This design comes from an exercise in tuning for small area, a short achievable clock period and few clock cycles per item on the open sky130 flow, not from production work. At most, simulation tests tie the RTL to the original design; equivalence was not proved. No functional check of the RTL was part of run 2. The clock port is modelled as an ideal driver; clocking choices that lean on that would not hold on a real chip. Power and IR drop assume default switching activity.

==> flow/design.v <==
package isa_pkg;
    localparam logic [6:0] OPC_OP     = 7'b0110011;
    localparam logic [6:0] OPC_OP_IMM = 7'b0010011;
    localparam logic [6:0] OPC_LUI    = 7'b0110111;
    localparam logic [2:0] F3_ADD_SUB = 3'b000;
    localparam logic [2:0] F3_SLL     = 3'b001;
    localparam logic [2:0] F3_SLT     = 3'b010;
    localparam logic [2:0] F3_SLTU    = 3'b011;
    localparam logic [2:0] F3_XOR     = 3'b100;
    localparam logic [2:0] F3_SRL_SRA = 3'b101;
    localparam logic [2:0] F3_OR      = 3'b110;
    localparam logic [2:0] F3_AND     = 3'b111;
    localparam logic [6:0] FUNCT7_ALT = 7'b0100000;
    localparam int OPC_LSB   = 0;
    localparam int RD_LSB    = 7;
    localparam int F3_LSB    = 12;
    localparam int RS1_LSB   = 15;
    localparam int RS2_LSB   = 20;
    localparam int F7_LSB    = 25;
    localparam int IMM_I_LSB = 20;
    localparam int IMM_U_LSB = 12;
endpackage
module gpr_file (
    input  logic                      sys_clk,
    input  logic                      clr,
    input  logic                      wen,
    input  logic [5-1:0]   wrd,
    input  logic [32-1:0]     wdata,
    input  logic [32-1:1] sel1,
    input  logic [32-1:1] sel2,
    output logic [32-1:0]     rdata1,
    output logic [32-1:0]     rdata2
);
    logic [32-1:0] regs [32-1:1];
    logic [32-1:0] wval;
    assign wval = clr ? '0 : wdata;
    for (genvar i = 1; i < 32; i++) begin : g_reg
        always_ff @(posedge sys_clk) begin
            if (clr || (wen && wrd == i)) regs[i] <= wval;
        end
    end
    localparam int NG = (32 - 1) / 3;    
    logic [NG:0] n1 [32];
    logic [NG:0] n2 [32];
    for (genvar b = 0; b < 32; b++) begin : g_bit
        for (genvar g = 0; g < NG; g++) begin : g_grp
            rd_aoi3 i_p1 (
                .d ({regs[3*g+3][b], regs[3*g+2][b], regs[3*g+1][b]}),
                .s (sel1[3*g+3:3*g+1]),
                .y (n1[b][g])
            );
            rd_aoi3 i_p2 (
                .d ({regs[3*g+3][b], regs[3*g+2][b], regs[3*g+1][b]}),
                .s (sel2[3*g+3:3*g+1]),
                .y (n2[b][g])
            );
        end
        assign n1[b][NG] = !(regs[32-1][b] && sel1[32-1]);
        assign n2[b][NG] = !(regs[32-1][b] && sel2[32-1]);
        assign rdata1[b] = !(&n1[b]);
        assign rdata2[b] = !(&n2[b]);
    end
endmodule
module rd_aoi3 (
    input  logic [2:0] d,
    input  logic [2:0] s,
    output logic       y
);
    assign y = !(|(d & s));
endmodule
module rv_core_top (
    input  logic                    sys_clk,
    input  logic                    sys_rst_n,
    input  logic                    inst_valid,
    input  logic [32-1:0]   inst,
    output logic                    inst_ready,
    output logic                    wb_valid,
    output logic [5-1:0] wb_rd,
    output logic [32-1:0]   wb_data
);
    localparam int XL = 32;
    localparam int AW = 5;
    localparam int NR = 32;
    logic [6:0] opcode;
    logic [2:0] funct3;
    logic [6:0] funct7;
    logic       is_op, is_imm, is_lui;
    logic       f7_zero, f7_alt, legal;
    assign opcode = inst[isa_pkg::OPC_LSB +: 7];
    assign funct3 = inst[isa_pkg::F3_LSB +: 3];
    assign funct7 = inst[isa_pkg::F7_LSB +: 7];
    assign is_op   = opcode == isa_pkg::OPC_OP;
    assign is_imm  = opcode == isa_pkg::OPC_OP_IMM;
    assign is_lui  = opcode == isa_pkg::OPC_LUI;
    assign f7_zero = funct7 == 7'b0;
    assign f7_alt  = funct7 == isa_pkg::FUNCT7_ALT;
    always_comb begin
        legal = is_lui;
        if (is_op) begin
            legal = f7_zero || (f7_alt && (funct3 == isa_pkg::F3_ADD_SUB ||
                                           funct3 == isa_pkg::F3_SRL_SRA));
        end else if (is_imm) begin
            if (funct3 == isa_pkg::F3_SLL)          legal = f7_zero;
            else if (funct3 == isa_pkg::F3_SRL_SRA) legal = f7_zero || f7_alt;
            else                                    legal = 1'b1;
        end
    end
    logic          id_wen;               
    logic          id_op, id_lui;
    logic [31:7]   id_inst;
    logic [NR-1:1] id_sel1, id_sel2;     
    logic [AW-1:0] rd, rs1, rs2;
    logic [2:0]    f3;
    logic [XL-1:0] imm;
    logic [NR-1:1] sel1, sel2;
    logic          sub_d;
    assign rd  = id_inst[isa_pkg::RD_LSB +: AW];
    assign f3  = id_inst[isa_pkg::F3_LSB +: 3];
    assign rs1 = id_inst[isa_pkg::RS1_LSB +: AW];
    assign rs2 = id_inst[isa_pkg::RS2_LSB +: AW];
    assign imm = id_lui ? {id_inst[31:12], 12'b0} : {{(XL-12){id_inst[31]}}, id_inst[31:20]};
    assign sub_d = !id_lui && (f3 == isa_pkg::F3_SLT || f3 == isa_pkg::F3_SLTU ||
                               (id_op && f3 == isa_pkg::F3_ADD_SUB && id_inst[30]));
    assign sel1 = id_sel1;
    assign sel2 = id_sel2;
    logic          ex_wen;               
    logic [AW-1:0] ex_rd;
    logic [XL-1:0] ex_a;
    logic [XL-1:0] ex_b;                 
    logic [4:0]    ex_sh;                
    logic          ex_sub, ex_sra;
    logic          ex_s_add, ex_s_sll, ex_s_slt, ex_s_sltu;
    logic          ex_s_xor, ex_s_sr, ex_s_or, ex_s_and;
    logic          r_wen;                
    logic [AW-1:0] r_rd;
    logic [XL-1:0] r_data;
    logic [XL-1:0] w_data;               
    logic          rst_q;                
    logic [XL-1:0] sum, sll_v, sr_v, alu;
    logic          lt, ltu, b_msb;
    logic [XL-1:0] ks_g [6];
    logic [XL-1:0] ks_p [6];
    logic [XL-1:0] ab_x;
    assign ab_x     = ex_a ^ ex_b;
    assign ks_g[0]  = {ex_a[XL-2:0] & ex_b[XL-2:0], ex_sub};
    assign ks_p[0]  = {ab_x[XL-2:0], 1'b0};
    for (genvar l = 0; l < 5; l++) begin : g_lvl
        for (genvar i = 0; i < XL; i++) begin : g_pos
            if (i >= (1 << l)) begin : g_comb
                assign ks_g[l+1][i] = ks_g[l][i] | (ks_p[l][i] & ks_g[l][i - (1 << l)]);
                assign ks_p[l+1][i] = ks_p[l][i] & ks_p[l][i - (1 << l)];
            end else begin : g_pass
                assign ks_g[l+1][i] = ks_g[l][i];
                assign ks_p[l+1][i] = ks_p[l][i];
            end
        end
    end
    assign sum = ab_x ^ ks_g[5];
    assign b_msb = !ex_b[XL-1];
    assign lt    = (ex_a[XL-1] ^ b_msb) ? ex_a[XL-1] : sum[XL-1];
    assign ltu   = (ex_a[XL-1] ^ b_msb) ? b_msb      : sum[XL-1];
    assign sll_v = ex_a << ex_sh;
    assign sr_v  = XL'($signed({ex_sra & ex_a[XL-1], ex_a}) >>> ex_sh);
    assign alu = ({XL{ex_s_add}}  & sum)
               | ({XL{ex_s_sll}}  & sll_v)
               | ({XL{ex_s_sr}}   & sr_v)
               | ({XL{ex_s_xor}}  & (ex_a ^ ex_b))
               | ({XL{ex_s_or}}   & (ex_a | ex_b))
               | ({XL{ex_s_and}}  & (ex_a & ex_b))
               | {{(XL-1){1'b0}}, (ex_s_slt & lt) | (ex_s_sltu & ltu)};
    logic [XL-1:0] rf1, rf2, a_n, b_n;
    logic          hit_a_ex, hit_a_r, hit_b_ex, hit_b_r;
    gpr_file i_gpr_file (
        .sys_clk (sys_clk),
        .clr     (!rst_q),
        .wen     (r_wen),
        .wrd     (r_rd),
        .wdata   (w_data),
        .sel1    (sel1),
        .sel2    (sel2),
        .rdata1  (rf1),
        .rdata2  (rf2)
    );
    assign hit_a_ex = ex_wen && ex_rd == rs1 && !id_lui;
    assign hit_a_r  = r_wen  && r_rd  == rs1 && !id_lui;
    assign hit_b_ex = ex_wen && ex_rd == rs2 && id_op;
    assign hit_b_r  = r_wen  && r_rd  == rs2 && id_op;
    assign a_n = hit_a_ex ? alu : (hit_a_r ? r_data : (id_lui ? '0 : rf1));
    assign b_n = hit_b_ex ? alu : (hit_b_r ? r_data : (id_op ? rf2 : imm));
    always_ff @(posedge sys_clk or negedge sys_rst_n) begin
        if (!sys_rst_n) begin
            rst_q  <= 1'b0;
            id_wen <= 1'b0;
            ex_wen <= 1'b0;
            r_wen  <= 1'b0;
        end else begin
            rst_q  <= 1'b1;
            id_wen <= inst_valid && legal && (inst[isa_pkg::RD_LSB +: AW] != '0);
            ex_wen <= id_wen;
            r_wen  <= ex_wen;
        end
    end
    always_ff @(posedge sys_clk) begin
        id_op     <= is_op;
        id_lui    <= is_lui;
        id_inst   <= inst[31:7];
        for (int i = 1; i < NR; i++) begin
            id_sel1[i] <= inst[isa_pkg::RS1_LSB +: AW] == i;
            id_sel2[i] <= inst[isa_pkg::RS2_LSB +: AW] == i;
        end
        ex_rd     <= rd;
        ex_a      <= a_n;
        ex_b      <= b_n ^ {XL{sub_d}};
        ex_sh     <= (f3[1:0] == 2'b01) ? b_n[4:0] : 5'b0;    
        ex_sub    <= sub_d;
        ex_sra    <= id_inst[30];
        ex_s_add  <= id_lui || f3 == isa_pkg::F3_ADD_SUB;
        ex_s_sll  <= !id_lui && f3 == isa_pkg::F3_SLL;
        ex_s_slt  <= !id_lui && f3 == isa_pkg::F3_SLT;
        ex_s_sltu <= !id_lui && f3 == isa_pkg::F3_SLTU;
        ex_s_xor  <= !id_lui && f3 == isa_pkg::F3_XOR;
        ex_s_sr   <= !id_lui && f3 == isa_pkg::F3_SRL_SRA;
        ex_s_or   <= !id_lui && f3 == isa_pkg::F3_OR;
        ex_s_and  <= !id_lui && f3 == isa_pkg::F3_AND;
        r_rd      <= ex_rd;
        r_data    <= alu;
        w_data    <= alu & {XL{ex_wen}};
    end
    assign inst_ready = 1'b1;
    assign wb_valid   = r_wen;
    assign wb_rd      = r_rd;
    assign wb_data    = r_data;
endmodule
==> flow/flow/run.sh <==
#!/bin/bash
# The standard layout (standard.sh) with these changes:
#  - synthesis leaves additions to ABC instead of mapping them onto the
#    library's full/half adder cells (ADDER_MAP_FILE empty); registers are
#    untouched by this;
#  - the port buffers are buf_4 cells instead of delay buffers;
#  - clock tree synthesis uses one clock buffer size, clusters of up to 16
#    sinks and no dummy loads;
#  - after clock tree synthesis, flow/post_cts.tcl runs a few more rounds of
#    setup repair on the worst path.
# standard.sh runs ORFS's make; its output goes to standard.log and each
# step's full log to orfs/logs/.
set -o pipefail
export CTS_ARGS="-sink_clustering_enable -repair_clock_nets -buf_list sky130_fd_sc_hd__clkbuf_8 -dont_use_dummy_load -sink_clustering_size 16 -sink_clustering_max_diameter 60"
export BUFFER_PORTS_ARGS="-buffer_cell sky130_fd_sc_hd__buf_4"
export POST_CTS_TCL="$(pwd)/flow/post_cts.tcl"
bash standard.sh finish ADDER_MAP_FILE= > standard.log 2>&1
==> flow/flow/post_cts.tcl <==
# Extra setup repair after clock tree synthesis: a few more rounds that work
# only on the worst path, free to change a cell's footprint, without the
# delay cells.
log_cmd estimate_parasitics -placement
set_dont_use [get_lib_cells {*/sky130_fd_sc_hd__clkdlybuf* */sky130_fd_sc_hd__dlygate* */sky130_fd_sc_hd__dlymetal*}]
foreach round {1 2 3} {
  log_cmd repair_timing -setup -setup_margin 4.0 -repair_tns 0 -verbose
}
log_cmd detailed_placement
check_placement -verbose
log_cmd estimate_parasitics -placement
report_worst_slack -max
==> flow/standard.sh <==
#!/bin/bash
# synth_recipe.tcl (not shown) runs the flow's synth.tcl, then flattens the netlist and writes it again
# the make line also repeats each setting of config.mk as NAME=value (left out here)
make -C /OpenROAD-flow-scripts/flow DESIGN_CONFIG=/design/flow/config.mk WORK_HOME=/design/flow/orfs CLKGATE_MAP_FILE= SYNTH_SCRIPT=/design/flow/synth_recipe.tcl "${@:-finish}"
==> flow/config.mk <==
export PLATFORM = sky130hd
export DESIGN_NAME = rv_core_top
export DESIGN_NICKNAME = rv_core_top
export VERILOG_FILES = /design/flow/design.v
export SDC_FILE = /design/flow/constraint.sdc
export NUM_CORES = 4
export LEC_CHECK = 0
export CAP_MARGIN = 20
export CORE_MARGIN = 2
export CORE_UTILIZATION = 45
export PLACE_DENSITY = 0.55
export SETUP_SLACK_MARGIN = 3.5
export SLEW_MARGIN = 20
export SYNTH_HIERARCHICAL = 1
export TNS_END_PERCENT = 3
==> flow/constraint.sdc <==
create_clock -name core_clock -period 6.5 [get_ports {sys_clk}]
set_input_delay 1.3000 -clock core_clock [delete_from_list [all_inputs] [get_ports {sys_clk}]]
set_output_delay 1.3000 -clock core_clock [all_outputs]
set_load 0.01 [all_outputs]
==> results of run 1 <==
## Yosys cell counts, types with 5 or more instances
library cell	count
sky130_fd_sc_hd__nand4_1	132
sky130_fd_sc_hd__clkbuf_1	114
sky130_fd_sc_hd__mux2i_1	94
sky130_fd_sc_hd__edfxtp_1	992
sky130_fd_sc_hd__nor2_1	256
sky130_fd_sc_hd__a222oi_1	641
sky130_fd_sc_hd__nand3_1	16
sky130_fd_sc_hd__a31o_2	5
sky130_fd_sc_hd__o21ai_1	9
sky130_fd_sc_hd__buf_4	7
sky130_fd_sc_hd__mux2_2	32
sky130_fd_sc_hd__a2111o_1	64
sky130_fd_sc_hd__nor3_1	48
sky130_fd_sc_hd__buf_2	39
sky130_fd_sc_hd__and2_1	31
sky130_fd_sc_hd__nand2b_1	19
sky130_fd_sc_hd__and3b_1	13
sky130_fd_sc_hd__a221o_1	6
sky130_fd_sc_hd__mux4_2	23
sky130_fd_sc_hd__a211oi_1	29
sky130_fd_sc_hd__nand3b_1	6
sky130_fd_sc_hd__nor2b_1	67
sky130_fd_sc_hd__a21oi_1	194
sky130_fd_sc_hd__a221oi_1	23
sky130_fd_sc_hd__maj3_1	14
sky130_fd_sc_hd__o21ai_0	126
sky130_fd_sc_hd__or2_2	10
sky130_fd_sc_hd__nor4_1	11
sky130_fd_sc_hd__dfxtp_1	242
sky130_fd_sc_hd__buf_1	8
sky130_fd_sc_hd__xnor2_1	84
sky130_fd_sc_hd__o211ai_1	24
sky130_fd_sc_hd__a31oi_1	31
sky130_fd_sc_hd__or3_1	8
sky130_fd_sc_hd__clkbuf_8	13
sky130_fd_sc_hd__a21o_1	7
sky130_fd_sc_hd__nand2_1	195
sky130_fd_sc_hd__o31ai_1	7
sky130_fd_sc_hd__o22ai_1	32
sky130_fd_sc_hd__nand4b_1	5
sky130_fd_sc_hd__a21o_2	6
sky130_fd_sc_hd__inv_1	46
sky130_fd_sc_hd__o21a_1	9
sky130_fd_sc_hd__xor2_1	25
## layout make-up
type,instances,area share
diodes,3,0.0001275
clock buffers,105,0.02455
inverters,50,0.003230
multi-input cells,2383,0.3140
flip-flops and latches,1238,0.5919
well taps,1536,0.03264
repair buffers,237,0.03354
## worst max-delay path, cell delays in order, from the launching register on
cell                       delay [ns]
sky130_fd_sc_hd__dfxtp_1         0.32
sky130_fd_sc_hd__buf_6           0.22
sky130_fd_sc_hd__a222oi_1        0.39
sky130_fd_sc_hd__nand4_1         0.49
sky130_fd_sc_hd__a2111o_1        0.57
sky130_fd_sc_hd__a221oi_4        0.38
sky130_fd_sc_hd__o21a_1          0.22
sky130_fd_sc_hd__a31oi_1         0.06
sky130_fd_sc_hd__xnor2_1         0.14
## per-module statistics from Yosys (local to each module, per instance)
module,cell area (µm²),flip-flops and latches
gpr_file,32210,992
rv_core_top,15070,246
rd_aoi3,10.01,0
## through the flow
| step | cells | instance area (µm²) | util |
|---|---|---|---|
| after global routing | 5550 | 58870 | 0.4979 |
| after detailed placement | 5414 | 56490 | 0.4778 |
| final | 5552 | 58870 | 0.4979 |
| after global placement | 5414 | 56470 | 0.4776 |
| after floorplan | 3859 | 53690 | - |
## path summary, 6_finish.rpt
path,from,endpoint,slack (ns)
worst max-delay path,id_sel2[7]$_DFF_P_,ex_b[0]$_DFF_P_,3.47
worst min-delay path,sys_rst_n,rst_q$_DFF_PN0_,0.25
worst max register to register,id_sel2[7]$_DFF_P_,ex_b[0]$_DFF_P_,3.47
worst min register to register,id_inst[8]$_DFF_P_,ex_rd[1]$_DFF_P_,0.33
max in group asynchronous,sys_rst_n,ex_wen$_DFF_PN0_,6.06
min in group core_clock,id_inst[8]$_DFF_P_,ex_rd[1]$_DFF_P_,0.33
## power groups by stage
stage	Clock (W)	Sequential (W)	Combinational, W
2_1_floorplan	0	0.00928	0.00127
3_3_place_gp	0	0.00947	0.00201
3_5_place_dp	0	0.00948	0.00200
5_1_grt	0.00424	0.00936	0.00229
6_report	0.00392	0.00932	0.00218
## sequential cells by signal, indices dropped and copies added, names as in the netlist, 5 cells and up
register / cells
ex_a: 32
ex_b: 32
ex_rd: 5
ex_sh: 5
i_gpr_file.regs: 992
id_inst: 25
id_sel1: 31
id_sel2: 31
r_data: 32
r_rd: 5
w_data: 32
## kinds of logic (layout without fill, tap and decap cells)
kind of cell / Yosys count / in the layout / synth area share
AOI/OAI and AO/OA: 1270 / 1270 / 0.1985
xor gates and xnor gates: 110 / 110 / 0.01809
adders and majority gates: 16 / 16 / 0.003030
buffers and inverters: 238 / 392 / 0.02210
DFF: 1238 / 1238 / 0.6470
muxes: 149 / 149 / 0.03389
other: 1 / 5 / 0.00006986
and+or+nand+nor: 836 / 836 / 0.07731
## per-layer routing
metal	share of wire	up-vias
li1	-	16950
met1	0.39	20750
met2	0.43	3110
met3	0.14	537
met4	0.041	4
met5	0.00013	-
==> flow_metrics.py, run 1 <==
metrics = {
    "cells_and_area": {
        "layout_common_cells": "sky130_fd_sc_hd__edfxtp_1, sky130_fd_sc_hd__a222oi_1, sky130_fd_sc_hd__nor2_1, sky130_fd_sc_hd__buf_4, sky130_fd_sc_hd__nand2_1",
        "layout.cells.most_common": "sky130_fd_sc_hd__edfxtp_1",
        "layout-drive-gt1-share": 0.1498,
        "final_nets": 4050,
        "nFillCells": 10260,
        "seq_area_um2": 34850,
        "area.growth.synth_to_final_pct": 9.668,
        "multi_input_area_um2": 18490,
    },
    "timing": {
        "hold_slack_ns": 0.2515,
        "clock-skew-final_ns": 0.1467,
        "timing.final.crit_share": 0.4660,
        "final_hold_viol_count": 0,
        "grt_setup_unrepaired": "yes",
        "layout_min_cycle_time_ns": 3.029,
        "finalSetupTns_ns": 0,
        "finish_stage_setup_viols": 0,
        "worstMarginPinSlew_ns": 1.245,
        "final_slew_viol_count": 0,
        "setup_ws_ns": 3.471,
        "timing.max_slew.rel_slack": 0.1702,
        "clock.fmax_mhz": 330.1,
    },
    "floorplan": {
        "die_area_um2": 122100,
        "placementRows": 126,
        "initial_utilization": 0.4540,
        "width_of_the_chip_um": 349.4,
        "die_h_um": 349.4,
        "num_io_pins": 74,
        "core-area_um2": 118200,
    },
    "setup_path": {
        "critical_path_class": "flip-flop to flip-flop",
        "crit_fanout": 32,
        "cp_data_required_time_ns": 7.11,
        "endpoint_kind": "flip-flop",
        "r2r.worst_path.cells": 8,
        "crit_arrival_ns": 3.64,
        "setup.worst_path.start_class": "flip-flop",
    },
    "yosys": {
        "postSynthCellCount": 3858,
        "ys_dominant_reg_cell": "sky130_fd_sc_hd__edfxtp_1",
        "synth-seq-area-share": 0.6470,
        "synth_top_area_cells": "sky130_fd_sc_hd__edfxtp_1, sky130_fd_sc_hd__a222oi_1, sky130_fd_sc_hd__dfxtp_1",
        "post_synth_top_area_share": 0.5549,
        "postSynth.asyncResetShare": 0.003231,
        "synth-edff-count": 992,
        "synth_warnings": 16,
        "post_synth.cell_area_avg_um2": 13.91,
        "yosysUniqueCellTypes": 94,
        "flop_and_latch_count_out_of_synthesis": 1238,
        "summed_instance_area_of_the_synthesized_netlist_um2": 53680,
        "synth_largest_area_cell": "sky130_fd_sc_hd__edfxtp_1",
    },
    "route": {
        "num_vias": 41350,
        "detail_route.wl_per_cell_um": 38.89,
        "drtPass1Iterations": 11,
        "route.detailed.drc": 0,
        "drt_first_iter_violations": 8052,
        "drt-total-wl_mm": 215.9,
        "drt-vias-per-instance": 7.447,
        "final_antenna_net_count": 0,
    },
    "global_route": {
        "first_global_vias": 39870,
        "maximum_number_of_pins_on_one_net_before_global_route_repair": 72,
        "wire_length_of_the_first_global_routing_pass_mm": 300.3,
        "grt.total_usage": 0.3469,
        "grt.met1_usage": 0.4695,
        "grt_antenna_before_repair": 6,
        "top_usage_layer": "met2",
        "global_route.usage.met3": 0.1124,
        "globalRouteOverflowTotal": 0,
        "global_route_met2_usage": 0.5153,
    },
    "pwr": {
        "share_of_total_power_in_sequential_cells": 0.605,
        "ir_drop_uv": 178.9,
        "power-per-cell-area_nw_per_um2": 261.8,
        "power.leakage_nw": 20.49,
        "p_total_w": 0.01542,
        "clkPwrFrac": 0.254,
        "cellInternalPower_w": 0.01106,
        "power.switching_fraction": 0.2822,
        "netSwitchingPower_w": 0.004350,
        "share_comb_of_total_power": 0.141,
    },
    "place": {
        "gp_routability_congestion": 1.007,
        "place.detailed.hpwl_mm": 128.9,
        "post_place_worst_slack_ns": 2.563,
        "io_buffer_count": 72,
    },
    "cts": {
        "clkSinkCount": 1238,
        "cts.reportedPaths.clkPinSlew_ns": 0.10,
        "clock_insertion_delay_at_the_later_pin_of_the_skew_report_ns": 0.84,
        "cts_tree": "built",
    },
    "run": {
        "cap_viol_max_count": 0,
    },
    "hold_path": {
        "worstHoldPathType": "input port to async pin",
    },
    "outcome": {
        "status": "no timing/DRC/antenna violations",
    },
}
Testbench counts, summed over its fixed seeds: cycles 20,024, items 20,000.
==> run 2: changes to the inputs <==
--- a/flow/design.v
+++ b/flow/design.v
@@ -130,7 +130,8 @@
     logic [4:0]    ex_sh;                
     logic          ex_sub, ex_sra;
     logic          ex_s_add, ex_s_sll, ex_s_slt, ex_s_sltu;
-    logic          ex_s_xor, ex_s_sr, ex_s_or, ex_s_and;
+    logic          ex_s_sr;
+    logic [3:0]    ex_lut;               
     logic          r_wen;                
     logic [AW-1:0] r_rd;
     logic [XL-1:0] r_data;
@@ -159,14 +160,16 @@
     assign b_msb = !ex_b[XL-1];
     assign lt    = (ex_a[XL-1] ^ b_msb) ? ex_a[XL-1] : sum[XL-1];
     assign ltu   = (ex_a[XL-1] ^ b_msb) ? b_msb      : sum[XL-1];
+    logic [XL-1:0] lop;
+    for (genvar i = 0; i < XL; i++) begin : g_lop
+        assign lop[i] = ex_lut[{ex_a[i], ex_b[i]}];
+    end
     assign sll_v = ex_a << ex_sh;
     assign sr_v  = XL'($signed({ex_sra & ex_a[XL-1], ex_a}) >>> ex_sh);
     assign alu = ({XL{ex_s_add}}  & sum)
                | ({XL{ex_s_sll}}  & sll_v)
                | ({XL{ex_s_sr}}   & sr_v)
-               | ({XL{ex_s_xor}}  & (ex_a ^ ex_b))
-               | ({XL{ex_s_or}}   & (ex_a | ex_b))
-               | ({XL{ex_s_and}}  & (ex_a & ex_b))
+               | lop
                | {{(XL-1){1'b0}}, (ex_s_slt & lt) | (ex_s_sltu & ltu)};
     logic [XL-1:0] rf1, rf2, a_n, b_n;
     logic          hit_a_ex, hit_a_r, hit_b_ex, hit_b_r;
@@ -218,10 +221,11 @@
         ex_s_sll  <= !id_lui && f3 == isa_pkg::F3_SLL;
         ex_s_slt  <= !id_lui && f3 == isa_pkg::F3_SLT;
         ex_s_sltu <= !id_lui && f3 == isa_pkg::F3_SLTU;
-        ex_s_xor  <= !id_lui && f3 == isa_pkg::F3_XOR;
         ex_s_sr   <= !id_lui && f3 == isa_pkg::F3_SRL_SRA;
-        ex_s_or   <= !id_lui && f3 == isa_pkg::F3_OR;
-        ex_s_and  <= !id_lui && f3 == isa_pkg::F3_AND;
+        ex_lut    <= id_lui                  ? 4'b0000 :
+                     f3 == isa_pkg::F3_XOR   ? 4'b0110 :
+                     f3 == isa_pkg::F3_OR    ? 4'b1110 :
+                     f3 == isa_pkg::F3_AND   ? 4'b1000 : 4'b0000;
         r_rd      <= ex_rd;
         r_data    <= alu;
         w_data    <= alu & {XL{ex_wen}};
==> flow_metrics.py, run 2 <==
metrics = {
    "yosys": {
        "post_synth_top_area_share": 0.5541,
        "post_synth.cell_area_avg_um2": 13.97,
        "postSynth.asyncResetShare": 0.003234,
        "synth-adder-area-share": 0.001513,
        "synth-edff-count": 992,
        "synth-xor-area-share": 0.01825,
        "largest_family_of_logic_cells_by_synthesized_area": "compound AO/OA/AOI/OAI gates",
        "synth-seq-area-share": 0.6457,
        "synth_warnings": 16,
        "yosysMostFrequentCell": "sky130_fd_sc_hd__edfxtp_1",
        "summed_instance_area_of_the_synthesized_netlist_um2": 53760,
        "postSynthCellCount": 3848,
        "synth_top_area_cells": "sky130_fd_sc_hd__edfxtp_1, sky130_fd_sc_hd__a222oi_1, sky130_fd_sc_hd__dfxtp_1",
        "synth-simple-area-share": 0.07524,
        "yosysUniqueCellTypes": 91,
        "synth-compound-area-share": 0.1952,
        "flop_and_latch_count_out_of_synthesis": 1237,
        "ys_top_cells_by_count": "sky130_fd_sc_hd__edfxtp_1, sky130_fd_sc_hd__a222oi_1, sky130_fd_sc_hd__dfxtp_1",
        "synth_largest_area_cell": "sky130_fd_sc_hd__edfxtp_1",
        "ys_dominant_reg_cell": "sky130_fd_sc_hd__edfxtp_1",
        "synth_mux_area_frac": 0.04401,
    },
    "pwr": {
        "clkPwrFrac": 0.252,
        "power-per-cell-area_nw_per_um2": 260.0,
        "share_of_total_power_in_sequential_cells": 0.598,
        "power.switching_fraction": 0.2841,
        "netSwitchingPower_w": 0.004429,
        "power.leakage_nw": 21.00,
        "share_comb_of_total_power": 0.150,
        "ir_drop_uv": 179.3,
        "cellInternalPower_w": 0.01116,
    },
    "route": {
        "drt-total-wl_mm": 220.4,
        "drt_first_iter_violations": 9206,
        "route.detailed.drc": 0,
        "drt-vias-per-instance": 7.461,
        "detail_route.wl_per_cell_um": 39.44,
        "drtPass1Iterations": 11,
        "num_vias": 41690,
        "final_antenna_net_count": 0,
    },
    "cells_and_area": {
        "area.growth.synth_to_final_pct": 11.51,
        "utilization": 0.5070,
        "fin_cells": 5588,
        "final_nets": 4084,
        "layout_common_cells": "sky130_fd_sc_hd__edfxtp_1, sky130_fd_sc_hd__a222oi_1, sky130_fd_sc_hd__nor2_1, sky130_fd_sc_hd__nand2_1, sky130_fd_sc_hd__buf_4",
        "largest_register_ffs": 992,
        "layout-drive-gt1-share": 0.1754,
        "final_cell_area_um2": 59950,
        "largest-register": "i_gpr_file.regs",
        "layout.cells.most_common": "sky130_fd_sc_hd__edfxtp_1",
    },
    "global_route": {
        "wire_length_of_the_first_global_routing_pass_mm": 303.6,
        "first_global_vias": 39320,
        "maximum_number_of_pins_on_one_net_before_global_route_repair": 65,
        "globalRouteOverflowTotal": 0,
        "grt_antenna_before_repair": 18,
        "grt.total_usage": 0.3530,
    },
    "timing": {
        "setup_ws_ns": 3.459,
        "grt_setup_unrepaired": "yes",
        "final_hold_viol_count": 0,
        "clock-skew-final_ns": 0.1168,
        "final_slew_viol_count": 0,
        "clock.fmax_mhz": 328.9,
        "finalSetupTns_ns": 0,
        "layout_min_cycle_time_ns": 3.041,
        "worstMarginPinSlew_ns": 1.124,
        "timing.max_slew.rel_slack": 0.2504,
        "timing.final.crit_share": 0.4678,
        "finish_stage_setup_viols": 0,
    },
    "place": {
        "place.detailed.hpwl_mm": 131.4,
        "gp_routability_congestion": 0.9610,
        "post_dp_cell_area_um2": 56830,
        "io_buffer_count": 72,
        "post-place-cells": 5402,
        "post_place_worst_slack_ns": 2.393,
    },
    "floorplan": {
        "die_area_um2": 122300,
        "initial_utilization": 0.4547,
        "num_io_pins": 74,
        "die_h_um": 349.7,
        "placementRows": 126,
        "core-area_um2": 118200,
        "width_of_the_chip_um": 349.7,
    },
    "setup_path": {
        "critical_path_class": "flip-flop to flip-flop",
        "setup.worst_path.start_class": "flip-flop",
        "crit_fanout": 3,
        "critical_path.max_stage_delay_ns": 0.46,
        "crit_slowest_cell": "sky130_fd_sc_hd__a2111o_1",
        "timing.critical_path.buf_inv": 3,
        "cp_data_required_time_ns": 7.06,
        "path_depth": 10,
        "timing.critical_path.cells": "buf_6 -> buf_8 -> buf_4 -> a222oi_1 -> nand4_1 -> a2111o_1 -> a221oi_2 -> a21oi_1 -> mux2i_1 -> nor2_1",
        "r2r.worst_path.cells": 10,
        "worst_path_dominant_cell_family": "compound AO/OA/AOI/OAI gates",
        "endpoint_kind": "flip-flop",
        "crit_arrival_ns": 3.60,
    },
    "cts": {
        "cts_tree": "built",
        "cts.reportedPaths.clkPinSlew_ns": 0.11,
        "clkSinkCount": 1237,
        "clock_insertion_delay_at_the_later_pin_of_the_skew_report_ns": 0.83,
    },
    "hold_path": {
        "worstHoldPathType": "input port to async pin",
    },
    "run": {
        "cap_viol_max_count": 0,
    },
    "outcome": {
        "status": "no timing/DRC/antenna violations",
    },
}
run 2: routing by layer:
metal  vias to the layer above  GRT usage  wire (µm)
met3                       499     0.1099      32500
met1                     20860     0.4775      81590
li1                      17010          -          -
met4                        10     0.1735      12370
met5                         -          0         57
met2                      3309     0.5153      93840
run 2: cell type report:
class,count,area [µm²]
Fill cell,10190,58290
Multi-Input combinational cell,2341,18820
Tap cell,1536,1922
Timing Repair inverter,1,5.005
Inverter,72,282.8
Timing Repair Buffer,291,2580
Antenna cell,5,12.51
Sequential cell,1237,34880
Clock buffer,105,1445
run 2: worst paths after layout:
| check | startpoint | endpoint | slack [ns] |
|---|---|---|---|
| max | id_sel2[16]$_DFF_P_ | ex_sh[1]$_SDFF_PP0_ | 3.46 |
| min | sys_rst_n | rst_q$_DFF_PN0_ | 0.31 |
| max reg2reg | id_sel2[16]$_DFF_P_ | ex_sh[1]$_SDFF_PP0_ | 3.46 |
| min reg2reg | id_inst[8]$_DFF_P_ | ex_rd[1]$_DFF_P_ | 0.34 |
| max in group asynchronous | sys_rst_n | ex_wen$_DFF_PN0_ | 6.01 |
| min in group core_clock | id_inst[8]$_DFF_P_ | ex_rd[1]$_DFF_P_ | 0.34 |
run 2: power groups by stage:
stage | clock network, W | logic [W] | registers (W)
6_report | 0.00393 | 0.00234 | 0.00932
5_1_grt | 0.00423 | 0.00246 | 0.00936
2_1_floorplan | 0 | 0.00132 | 0.00927
3_5_place_dp | 0 | 0.00206 | 0.00950
3_3_place_gp | 0 | 0.00206 | 0.00949
run 2: worst reg2reg max path, stage by stage, from the launching register on:
cell,delay (ns)
sky130_fd_sc_hd__dfxtp_4,0.38
sky130_fd_sc_hd__buf_6,0.12
sky130_fd_sc_hd__buf_8,0.12
sky130_fd_sc_hd__buf_4,0.13
sky130_fd_sc_hd__a222oi_1,0.34
sky130_fd_sc_hd__nand4_1,0.39
sky130_fd_sc_hd__a2111o_1,0.47
sky130_fd_sc_hd__a221oi_2,0.37
sky130_fd_sc_hd__a21oi_1,0.11
sky130_fd_sc_hd__mux2i_1,0.24
sky130_fd_sc_hd__nor2_1,0.11
run 2: logic make-up (layout without fill, tap and decap cells):
family,count (synthesis),in the layout
compound gates,1242,1242
mux,145,145
xor+xnor,112,112
buf+inv,271,469
flops,1237,1237
fa+ha+maj,8,8
simple gates,832,832
other cells,1,7
run 2: per-module statistics from Yosys (local to each module, per instance):
module       flip-flops and latches  area (µm²)
gpr_file                        992       32210
rv_core_top                     245       15150
rd_aoi3                           0       10.01
run 2: through the flow:
stage               total power (W)  hold slack, ns
finish                      0.01559          0.3118
global route                0.01604          0.2870
detailed placement          0.01156          0.3146
global placement            0.01154          0.3169
floorplan                   0.01058          0.3096

==> static timing again, ports no longer ideal <==
Ports are ideal in the flow. The routed layouts listed here were re-timed in OpenROAD.
Step 1: set_driving_cell puts a clkbuf_16 on sys_clk and a buf_2 on each other input, an assumption about the parent block.
Step 2 adds t to the input delays and takes it off the output delays; t is the mean of the earliest and latest rising clock arrival at the registers after step 1. Input paths then give back, and output paths get back, about the clock's delay inside the block.
Slacks: ideal / step 1 / step 2; pairs: ideal / step 1.
run | shift t [ns] | setup WS [ns] | hold slack, ns
run 1 | 0.835 | 3.471 / 3.471 / 3.471 | 0.251 / 0.223 / 0.327
run 2 | 0.860 | 3.459 / 3.459 / 3.179 | 0.312 / 0.255 / 0.342
After both steps every run listed still meets setup and hold. For run 2, which loses most, drivers alone change the setup slack by 0.000 ns; drivers and shift together by -0.280 ns.
